Source: an optimization exercise on an open RTL-to-GDS flow (aim: small area, a short achievable clock period and few clock cycles per item). Production flows keep margins and buffers that such runs may drop.
In this exercise RTL edits were held to simulation tests only and were not proved equivalent to the original.

==> design.v <==
`timescale 1ns/1ps
`default_nettype none
module peTop (
	input wire clk,
	input wire rstN,
	input wire cmdValid,
	input wire [2:0] cmdOp,
	input wire [16-1:0] cmdData,
	output logic cmdReady,
	output logic outValid,
	output logic [16-1:0] outData,
	input wire outReady
);
	localparam logic [2:0] MA = 3'd0;
	localparam logic [2:0] MAB = 3'd1;
	localparam logic [2:0] BIAS = 3'd2;
	localparam logic [2:0] ACT = 3'd3;
	localparam logic [2:0] ACTCLR = 3'd4;
	localparam logic [2:0] LOAD = 3'd5;
	logic stall;
	logic v1;
	logic [2:0] op1;
	logic [15:0] d1;
	logic [15:0] wmem [16];
	logic [3:0] wRd;
	logic [3:0] wWr;
	logic wFull;
	logic [15:0] bmem [8];
	logic [2:0] bRd;
	logic [2:0] bWr;
	logic [3:0] bCnt;
	logic headIsR;
	logic rValid;
	logic [7:0] rQ;
	logic rNeg;
	logic m2;
	logic act2;
	logic clr2;
	logic signed [15:0] a2;
	logic signed [15:0] b2;
	logic m3;
	logic act3;
	logic clr3;
	logic signed [31:0] p3;
	logic signed [31:0] acc;
	logic busy;
	logic [3:0] cnt;
	logic dNeg;
	logic dClr;
	logic [15:0] rem;
	logic [15:0] dvs;
	logic [7:0] quo;
	wire go1 = v1 && !stall;
	wire isMA1 = (op1 == MA);
	wire isMAB1 = (op1 == MAB);
	wire isBIAS1 = (op1 == BIAS);
	wire isCLR1 = (op1 == ACTCLR);
	wire isLOAD1 = (op1 == LOAD);
	wire isAct1 = (op1 == ACT) || (op1 == ACTCLR);
	wire isMac1 = isMA1 || isMAB1 || isBIAS1;
	wire wLoad = go1 && isLOAD1 && !wFull;
	wire wAdv = go1 && isMac1;
	wire [3:0] wWrNext = wWr + 4'd1;
	always_ff @(posedge clk)
	begin
		if (wLoad)
			wmem[wWr] <= d1;
	end
	always_ff @(posedge clk or negedge rstN)
	begin
		if (!rstN)
		begin
			wRd <= '0;
			wWr <= '0;
			wFull <= 1'b0;
		end
		else
		begin
			if (wLoad)
				wWr <= wWrNext;
			if (wAdv)
			begin
				wRd <= wRd + 4'd1;
				wFull <= 1'b0;
			end
			else if (wLoad && (wWrNext == wRd))
				wFull <= 1'b1;
		end
	end
	wire bEmpty = (bCnt == 4'd0);
	wire bFull = bCnt[3];
	wire bPush = go1 && (isMA1 || isMAB1) && !bFull;
	wire bPop = go1 && isMAB1 && !bEmpty;
	wire bFlush = go1 && isCLR1;
	always_ff @(posedge clk)
	begin
		if (bPush)
			bmem[bWr] <= d1;
	end
	wire outFree = !outValid || outReady;
	wire lastStep = busy && (cnt == 4'd7);
	wire waitOut = busy && cnt[3];
	wire divFinish = (lastStep || waitOut) && outFree;
	logic busyN;
	logic [3:0] cntN;
	always_comb
	begin
		busyN = busy;
		cntN = cnt;
		if (act3)
		begin
			busyN = 1'b1;
			cntN = '0;
		end
		else if (busy)
		begin
			if (divFinish)
				busyN = 1'b0;
			if (!cnt[3])
				cntN = cnt + 4'd1;
		end
	end
	wire outValidN = divFinish || (outValid && !outReady);
	wire rDone = lastStep && dClr;
	wire headIsRN = bFlush ? 1'b1 : (bPop ? 1'b0 : headIsR);
	wire rValidN = bFlush ? 1'b0 : (rDone ? 1'b1 : rValid);
	wire act2N = go1 && isAct1;
	wire actOkN = !act2N && !act2 && (!busyN || (!cntN[3] && cntN[2] && cntN[1] && !outValidN));
	wire pendRN = headIsRN && !rValidN;
	wire acceptNow = cmdValid && !stall;
	wire v1N = stall ? v1 : acceptNow;
	wire [2:0] op1N = stall ? op1 : cmdOp;
	wire stallN = v1N && (
		(((op1N == ACT) || (op1N == ACTCLR)) && !actOkN) ||
		(((op1N == MAB) || (op1N == ACTCLR)) && pendRN));
	assign cmdReady = !stall;
	always_ff @(posedge clk or negedge rstN)
	begin
		if (!rstN)
		begin
			stall <= 1'b0;
			v1 <= 1'b0;
			bRd <= '0;
			bWr <= '0;
			bCnt <= '0;
			headIsR <= 1'b0;
			rValid <= 1'b0;
		end
		else
		begin
			stall <= stallN;
			v1 <= v1N;
			headIsR <= headIsRN;
			rValid <= rValidN;
			if (bFlush)
			begin
				bRd <= bWr;
				bWr <= bWr + 3'd1;
				bCnt <= 4'd1;
			end
			else
			begin
				if (bPush)
					bWr <= bWr + 3'd1;
				if (bPop)
					bRd <= bRd + 3'd1;
				bCnt <= bCnt + {3'd0, bPush} - {3'd0, bPop};
			end
		end
	end
	always_ff @(posedge clk)
	begin
		if (!stall)
		begin
			op1 <= cmdOp;
			d1 <= cmdData;
		end
	end
	wire [15:0] rVal = rNeg ? -{8'd0, rQ} : {8'd0, rQ};
	wire [15:0] head = headIsR ? rVal : bmem[bRd];
	wire [15:0] opA = isMAB1 ? (bEmpty ? 16'd0 : head) : d1;
	always_ff @(posedge clk)
	begin
		a2 <= opA;
		b2 <= wmem[wRd];
		p3 <= a2 * b2;
	end
	always_ff @(posedge clk or negedge rstN)
	begin
		if (!rstN)
		begin
			m2 <= 1'b0;
			act2 <= 1'b0;
			clr2 <= 1'b0;
			m3 <= 1'b0;
			act3 <= 1'b0;
			clr3 <= 1'b0;
			acc <= '0;
		end
		else
		begin
			m2 <= wAdv;
			act2 <= act2N;
			clr2 <= isCLR1;
			m3 <= m2;
			act3 <= act2;
			clr3 <= clr2;
			if (act3)
				acc <= '0;
			else if (m3)
				acc <= acc + p3;
		end
	end
	wire ovf = !((&acc[31:23]) || !(|acc[31:23]));
	wire [15:0] xSat = ovf ? (acc[31] ? 16'h8000 : 16'h7fff) : acc[23:8];
	wire [15:0] mag = xSat[15] ? -xSat : xSat;
	wire [17:0] trial = {1'b0, rem, 1'b0} - {2'b0, dvs};
	wire qBit = !trial[17];
	wire [7:0] quoStep = {quo[6:0], qBit};
	wire [7:0] quoFin = cnt[3] ? quo : quoStep;
	wire [15:0] yFin = dNeg ? -{8'd0, quoFin} : {8'd0, quoFin};
	always_ff @(posedge clk)
	begin
		if (act3)
		begin
			rem <= mag;
			dvs <= mag + 16'd256;
			dNeg <= xSat[15];
			dClr <= clr3;
		end
		else if (busy && !cnt[3])
		begin
			rem <= qBit ? trial[15:0] : {rem[14:0], 1'b0};
			quo <= quoStep;
		end
		if (rDone)
		begin
			rQ <= quoStep;
			rNeg <= dNeg;
		end
		if (divFinish)
			outData <= yFin;
	end
	always_ff @(posedge clk or negedge rstN)
	begin
		if (!rstN)
		begin
			busy <= 1'b0;
			cnt <= '0;
			outValid <= 1'b0;
		end
		else
		begin
			busy <= busyN;
			cnt <= cntN;
			outValid <= outValidN;
		end
	end
endmodule
`default_nettype wire
==> run.sh <==
#!/bin/bash
# synth_recipe.tcl (not shown) runs the flow's synth.tcl, then flattens the netlist and writes it again
# the make line also repeats each setting of config.mk as NAME=value (left out here)
make -C /OpenROAD-flow-scripts/flow DESIGN_CONFIG=/design/flow/config.mk WORK_HOME=/design/flow/orfs CLKGATE_MAP_FILE= SYNTH_SCRIPT=/design/flow/synth_recipe.tcl finish
==> config.mk <==
export PLATFORM = sky130hd
export DESIGN_NAME = peTop
export DESIGN_NICKNAME = peTop
export VERILOG_FILES = /design/flow/design.v
export SDC_FILE = /design/flow/constraint.sdc
export NUM_CORES = 4
export LEC_CHECK = 0
export CAP_MARGIN = 20
export CORE_MARGIN = 2
export CORE_UTILIZATION = 40
export SLEW_MARGIN = 20
==> constraint.sdc <==
create_clock -name core_clock -period 9.0 [get_ports {clk}]
set_input_delay 1.8000 -clock core_clock [delete_from_list [all_inputs] [get_ports {clk}]]
set_output_delay 1.8000 -clock core_clock [all_outputs]
set_load 0.01 [all_outputs]
==> notes.md <==
## flip-flops by register name (all words and copies together), names as in the netlist, 4 cells and up
name / count
dvs: 16
cnt: 4
p3: 32
a2: 16
acc: 32
bCnt: 4
outData: 15
d1: 16
wRd: 4
b2: 16
wmem: 256
rem: 16
bmem: 128
wWr: 4
quo: 8
rQ: 8
## worst max-delay path by stage
stage,from,end,slack (ns),cells past startpoint
floorplan,b2[7],p3[29],3.17,23
finish,b2[2],p3[29],2.38,20
CTS,b2[1],p3[29],2.39,20
global route,a2[7],p3[29],1.92,22
global placement,b2[1],p3[29],2.47,20
detailed placement,b2[1],p3[29],2.36,20
## area by class of cell
cell class	count	area [sq um]
Clock inverter	28	362
Tap cell	1165	1460
Clock buffer	97	1890
Fill cell	7866	48700
Inverter	361	1360
Multi-Input combinational cell	1678	16800
Timing Repair Buffer	75	661
Sequential cell	600	17000
## logic make-up (layout without fill, tap and decap cells)
group / after synthesis / count (layout) / share of synthesized area [%]
multiplexers: 167 / 167 / 8.70
adder cells (fa/ha/maj): 412 / 412 / 20.1
buffers and inverters: 467 / 561 / 5.07
AND/OR/NAND/NOR: 640 / 640 / 8.94
flip-flops: 600 / 600 / 47.8
AO/OA/AOI/OAI: 352 / 352 / 6.70
XOR/XNOR: 107 / 107 / 2.64
## Yosys cell counts (all sizes together) (67+ instances only)
cell	number
a21oi	89
ha	147
nor2	136
o21ai	71
edfxtp	466
dfxtp	67
dfrtp	67
mux4	112
clkbuf	78
fa	265
nand2	213
and2	130
inv	360
xnor2	78
## stage by stage
stage	cells	hold WS (ns)	utilization, %
finish	4004	0.353	44.8
global route	4004	0.363	44.8
CTS	4004	0.352	44.8
detailed placement	3879	0.339	42.2
global placement	3879	0.335	42.2
floorplan	2745	0.331	-
## layout by cell type (no fill, tap or decap), types with 9 or more instances in the layout
cell type / netlist / routed
a21o_1: 35 / 35
and3_1: 13 / 13
mux4_2: 112 / 112
nor2_1: 135 / 135
o21ai_0: 67 / 67
a22o_1: 9 / 9
dfxtp_1: 67 / 67
nand4_1: 12 / 12
fa_1: 265 / 265
clkbuf_1: 76 / 22
a21oi_1: 88 / 88
xnor2_1: 78 / 78
a211oi_1: 17 / 17
inv_1: 359 / 359
clkinv_2: 0 / 9
a31oi_1: 19 / 19
dfrtp_1: 67 / 62
or3_1: 14 / 14
ha_1: 147 / 147
o21a_1: 11 / 11
mux2_2: 17 / 17
and2_1: 129 / 129
edfxtp_1: 466 / 466
xor2_1: 29 / 29
nand3_1: 16 / 16
clkbuf_16: 0 / 69
nand2b_1: 21 / 21
mux2i_1: 38 / 38
nor2b_1: 19 / 19
clkdlybuf4s50_1: 0 / 39
nor3_1: 29 / 23
o21bai_1: 9 / 9
nand2_1: 212 / 212
buf_4: 4 / 36
## per-layer routing
| layer | GRT usage (%) | up-vias | routed length [um] |
|---|---|---|---|
| li1 | - | 9645 | - |
| met1 | 24.6 | 10997 | 35600 |
| met2 | 31.0 | 582 | 39800 |
| met3 | 2.45 | 145 | 3870 |
| met4 | 5.78 | 2 | 2280 |
| met5 | 0 | - | 13 |
## worst reg2reg max path: stages (launching register included)
cell     delay (ns)
dfxtp_1        0.81
nand2_1        0.20
inv_1          0.12
fa_1           0.57
fa_1           0.57
fa_1           0.47
fa_1           0.52
fa_1           0.49
inv_1          0.05
fa_1           0.47
inv_1          0.04
ha_1           0.35
a21o_1         0.19
a21o_1         0.17
a21oi_1        0.13
o21ai_0        0.12
o21ai_0        0.52
o21ai_0        0.21
a31o_2         0.27
a21oi_1        0.16
xnor2_1        0.14
==> impl_metrics.csv <==
group,metric,value,unit
detailed_routing,firstDrtPassIters,16,
timing,layout_min_cycle_time,6.62,ns
global_routing,grt_pass1_vias,22660,
logic_synthesis,synth-edff-count,466,
layout,antenna_cells,0,
logic_synthesis,syn-instance-count,2745,
setup_path,crit_buf_inv,3,
global_routing,grt_pass1_wl,129,mm
worst_hold_path,min_to,"clr3",
detailed_routing,drt.antenna.violating_nets,0,
setup_path,cp.required,9.55,ns
timing,final_hold_viol_count,0,
timing,relSlewSlack,21.4,%
timing,worst_slew_pin_slew,1.18,ns
setup_path,crit_path_end_kind,"flip-flop",
outcome,status,"complete, no violations",
place,post-place-ws,2.36,ns
die,die_h,302,um
logic_synthesis,synth_area_leaders,"edfxtp_1 39%, fa_1 15%, mux4_2 7.1%, ha_1 5.2%, dfrtp_1 4.7%",
setup_path,worstPathCellList,"nand2_1 > inv_1 > fa_1 > fa_1 > fa_1 > fa_1 > fa_1 > inv_1 > fa_1 > inv_1 > ha_1 > a21o_1 > a21o_1 > a21oi_1 > o21ai_0 > o21ai_0 > o21ai_0 > a31o_2 > a21oi_1 > xnor2_1",
worst_hold_path,min_from,"clr2",
timing,finalWorstSetupSlack,2.38,ns
place,portBuffers,40,
logic_synthesis,syn_area_per_cell,13.0,sq um
setup_path,cp.arrival,7.17,ns
logic_synthesis,netlist_area,0.0356,sq mm
timing,setup_tns,0,ns
clocking,cts_buffers,69,
timing,rsz0062_at_grt,"no",
detailed_routing,drtIter0Drc,1654,
logic_synthesis,synth_ff_type,"edfxtp_1",
timing,fin_skew,0.0551,ns
setup_path,worst_path_largest_cell_delay,0.81,ns
setup_path,critPathKind,"flip-flop to flip-flop",
layout,finish.instance_area,0.0395,sq mm
job,maxCapViolCount,0,
clocking,clockBufferDepth,3,
logic_synthesis,yosys_warnings,1,
clocking,clock_latency,0.63,ns
logic_synthesis,async_flop_share,11.2,%
clocking,clkTransAtPathRegs,0.06,ns
setup_path,r2r-start,"b2[2]",
timing,fin_crit_sh,73.5,%
layout,layout-drive-gt1-share,10.8,%
clocking,h-tree-depth,3,
global_routing,antenna_found_initial,2,
detailed_routing,via_count,21371,
setup_path,rrSetupSlack,2.38,ns
logic_synthesis,synth_top_area_share,39.4,%
setup_path,crit_path_start_kind,"flip-flop",
detailed_routing,drc,0,
timing,slew_viol_final,0,
global_routing,grt_start_max_net_pins,69,
timing,setup_viol,0,
logic_synthesis,ys_ff_latch,600,
place,place.gp.congestion,0.874,
worst_hold_path,hp-class,"flip-flop to flip-flop",
setup_path,slowest_stage,"dfxtp_1",
die,ioPinCount,41,
setup_path,path_max_fanout,16,
global_routing,grt_use_total,18.4,%
detailed_routing,wirelength,81.5,mm
place,hpwl,56.1,mm
worst_hold_path,min_path_cells,0,
detailed_routing,routedWlPerCell,20.4,um
layout,area_growth,11.2,%
timing,fmax,151,MHz
clocking,postCtsHoldBufs,0,
die,coreArea,0.0882,sq mm
die,initial_core_util,40.3,%
logic_synthesis,synth_nets,3180,
place,placed_area,0.0373,sq mm
clocking,cts_tree,"yes",
global_routing,grt_overflow,0,
die,die_area,0.0913,sq mm
detailed_routing,vias_per_cell,5.34,
clocking,post_cts_buffers,0,
layout,layout.nets,3220,
clocking,cts_root_buf,"clkbuf_16",
die,row_count,109,
die,die-width,302,um
setup_path,ff2ff_path_depth,20,
clocking,cts_resized,0,
setup_path,crit_top_cell,"fa_1",
logic_synthesis,yosys.cell_types.count,94,
setup_path,r2r_end,"p3[29]",
logic_synthesis,synth_seq_area_share,47.8,%
clocking,cts.sinks,600,
setup_path,crit_family,"adder cells",
logic_synthesis,synth.largest_area_cell,"edfxtp_1",
Testbench counts, summed over its fixed seeds: cycles 7,668, results 384.

## what the ideal ports hide
In the flow no input, the clock included, has a driving cell. The finished layout below was timed again as built, in two steps.
Step 1, drivers: a clkbuf_16 drives clk and a buf_2 each remaining input, both assumed.
Step 2 times the ports against the registers' clock, not the clock port: input delays grow and output delays shrink by t, the midpoint of the rising clock arrivals with the driver on.
Slacks: no drivers / after step 1 / after step 2; pairs: no drivers / after step 1.
shift t [ns]: 0.669
setup WS [ns]: 2.384 / 2.384 / 2.384
worst setup path at the end: register to register
worst data-port slew with drivers (ns): 0.07
cell pins on the clock port's net: 1
After both steps this run still meets setup and hold. For this run, drivers alone change the setup slack by 0.000 ns; drivers and shift together by 0.000 ns.
